Context: an optimization exercise on an open-source flow, tuned for a short achievable clock period and few clock cycles per item. The choices shown serve that exercise and are no tape-out recipe. In this exercise RTL edits were held to simulation tests only and were not proved equivalent to the original.

## array_multiplier
module array_multiplier (
	input  logic        clk,
	input  logic        reset,
	input  logic        in_valid,
	input  logic [15:0] x,
	input  logic [15:0] y,
	output logic        product_valid,
	output logic [31:0] product
);
	logic [1:0] valid_pipe;
	always_ff @(posedge clk) begin
		if (reset) begin
			valid_pipe <= '0;
		end else begin
			valid_pipe <= {valid_pipe[0:0], in_valid};
		end
	end
	assign product_valid = valid_pipe[1];
	logic w_n32;
	logic w_n33;
	logic w_n34;
	logic w_n35;
	logic w_n36;
	logic w_n37;
	logic w_n38;
	logic w_n39;
	logic w_n40;
	logic w_n41;
	logic w_n42;
	logic w_n43;
	logic w_n44;
	logic w_n45;
	logic w_n46;
	logic w_n47;
	logic w_n48;
	logic w_n49;
	logic w_n50;
	logic w_n51;
	logic w_n52;
	logic w_n53;
	logic w_n54;
	logic w_n55;
	logic w_n56;
	logic w_n57;
	logic w_n58;
	logic w_n59;
	logic w_n60;
	logic w_n61;
	logic w_n62;
	logic w_n63;
	logic w_n64;
	logic w_n65;
	logic w_n66;
	logic w_n67;
	logic w_n68;
	logic w_n69;
	logic w_n70;
	logic w_n71;
	logic w_n72;
	logic w_n73;
	logic w_n74;
	logic w_n75;
	logic w_n76;
	logic w_n77;
	logic w_n78;
	logic w_n79;
	logic w_n80;
	logic w_n81;
	logic w_n82;
	logic w_n83;
	logic w_n84;
	logic w_n85;
	logic w_n86;
	logic w_n87;
	logic w_n88;
	logic w_n89;
	logic w_n90;
	logic w_n91;
	logic w_n92;
	logic w_n93;
	logic w_n94;
	logic w_n95;
	logic w_n96;
	logic w_n97;
	logic w_n98;
	logic w_n99;
	logic w_n100;
	logic w_n101;
	logic w_n102;
	logic w_n103;
	logic w_n104;
  ...
Size in the first run: ~210 flip-flops, ~68 I/O pins, roughly 13000 sq um of cells after synthesis.
export LEC_CHECK = 0
export CAP_MARGIN = 20
export CORE_MARGIN = 2
export CORE_UTILIZATION = 40
export SETUP_SLACK_MARGIN = 3.5
export SLEW_MARGIN = 20
export SYNTH_HIERARCHICAL = 1
create_clock -name core_clock -period 6.0 [get_ports {clk}]
standard.sh (not shown) runs the stock make flow with config.mk's settings and CLKGATE_MAP_FILE= SYNTH_SCRIPT=/design/flow/synth_recipe.tcl, a recipe that flattens the netlist after the stock synthesis.
==> flow/flow/run.sh <==
#!/bin/bash
# The standard layout (standard.sh: the standard flow's synthesis and ORFS flow), with one
# change: the buffers that buffer_ports puts on every input and output port
# are sky130_fd_sc_hd__buf_4 instead of the cell buffer_ports picks itself
# (a clkdlybuf4s50 delay cell), so that timing repair can size them within
# the buf_* family.  make's full output goes to flow_make.log.
set -euo pipefail
bash standard.sh "BUFFER_PORTS_ARGS=-buffer_cell sky130_fd_sc_hd__buf_4" finish > flow_make.log 2>&1
Testbench counts at the start, summed over its fixed seeds: cycles 6,392, products 3,200.
Rerun with:
SETUP_SLACK_MARGIN = 4.0   (was 3.5)
Result: Hold slack barely changes. Register-to-register slack gets worse by 160 ps.

---

array_multiplier again, from the RTL that the note above started with.
Settings: LEC_CHECK=0, CAP_MARGIN=20, CORE_MARGIN=2, CORE_UTILIZATION=34, SETUP_SLACK_MARGIN=3.6, SLEW_MARGIN=20, SYNTH_HIERARCHICAL=1; clock period 6.0 ns.
Scripts as last shown in full above: flow/flow/run.sh
Testbench counts at the start, summed over its fixed seeds: cycles 6,392, products 3,200.
==> next run, changes <==
--- a/flow/config.mk
+++ b/flow/config.mk
@@ -8,5 +8,5 @@
 export CAP_MARGIN = 20
 export CORE_MARGIN = 2
-export CORE_UTILIZATION = 34
+export CORE_UTILIZATION = 40
 export SETUP_SLACK_MARGIN = 3.6
 export SLEW_MARGIN = 20
Result: The changed run completed with no timing, DRC or antenna violations; non-clock buffer count drops by 9; die area drops by 15%.

---

## trial 15
array_multiplier again, from the RTL that the note above started with.
Settings: LEC_CHECK=0, CAP_MARGIN=20, CORE_MARGIN=2, CORE_UTILIZATION=40, SETUP_SLACK_MARGIN=3.5, SLEW_MARGIN=20, SYNTH_HIERARCHICAL=1; clock period 6.0 ns.
==> flow/flow/run.sh <==
#!/bin/bash
# The standard layout (standard.sh: the standard flow's synthesis and ORFS flow), with one
# change: the buffers that buffer_ports puts on every input and output port
# are sky130_fd_sc_hd__buf_8 instead of the cell buffer_ports picks itself
# (a clkdlybuf4s50 delay cell), so that timing repair can size them within
# the buf_* family.  make's full output goes to flow_make.log.
set -euo pipefail
bash standard.sh "BUFFER_PORTS_ARGS=-buffer_cell sky130_fd_sc_hd__buf_8" finish > flow_make.log 2>&1
No stage failed in trial 15, and the final checks on the layout all came back clean.
Testbench counts of trial 15, summed over its fixed seeds: cycles 6,392, products 3,200.
Relative to trial 15, the following input files were edited for build 47:
diff --git a/flow/flow/run.sh b/flow/flow/run.sh
--- a/flow/flow/run.sh
+++ b/flow/flow/run.sh
@@ -4 +4 @@
-# are sky130_fd_sc_hd__buf_8 instead of the cell buffer_ports picks itself
+# are sky130_fd_sc_hd__buf_4 instead of the cell buffer_ports picks itself
@@ -8 +8 @@
-bash standard.sh "BUFFER_PORTS_ARGS=-buffer_cell sky130_fd_sc_hd__buf_8" finish > flow_make.log 2>&1
+bash standard.sh "BUFFER_PORTS_ARGS=-buffer_cell sky130_fd_sc_hd__buf_4" finish > flow_make.log 2>&1
diff --git a/flow/config.mk b/flow/config.mk
--- a/flow/config.mk
+++ b/flow/config.mk
@@ -10,2 +10,2 @@
-export CORE_UTILIZATION = 40
-export SETUP_SLACK_MARGIN = 3.5
+export CORE_UTILIZATION = 46
+export SETUP_SLACK_MARGIN = 3.6
--- outcome ---
Relative to trial 15, via count of the first global-routing pass has increased by 162 in build 47. Shortest period the worst path allows in build 47 is 0.048 ns below trial 15. Lower post-route fraction of the period consumed by the critical path goes to build 47 over trial 15. Comparing arrival time at the worst endpoint for build 47 and trial 15, the smaller number came from build 47. Trial 15 ended up with more cell instances than build 47 did. Trial 15 and build 47 ended up with roughly the same tightest hold margin. Core area shrinks by more than 10% when moving from trial 15 to build 47.

==> separate check: timing with driven ports <==
Ports are ideal in the flow. The routed layouts listed here were re-timed in OpenROAD.
Step 1: set_driving_cell puts a clkbuf_16 on clk and a buf_2 on each other input, an assumption about the parent block.
Step 2 moves the port delays by t, midway between the first and last clock arrival at a register: inputs arrive t later, outputs are due t later. That takes back most of the time a late clock gives input paths.
a / b / c = ideal / step 1 / step 2; a / b = the first two.
run	shift t [ns]	setup slack, ns	worst setup path at the end
the first run of note 1	0.555	3.573 / 3.526 / 3.043	input to register
the second run of note 1	0.571	3.446 / 3.356 / 2.786	input to register
the first run of note 2	0.579	3.584 / 3.529 / 3.089	input to register
the second run of note 2	0.569	3.592 / 3.544 / 3.108	input to register
trial 15	0.569	3.542 / 3.495 / 3.056	input to register
build 47	0.549	3.589 / 3.538 / 3.123	input to register
After both steps every run listed still meets setup and hold. For the second run of note 1, which loses most, drivers alone change the setup slack by -0.090 ns; drivers and shift together by -0.660 ns.
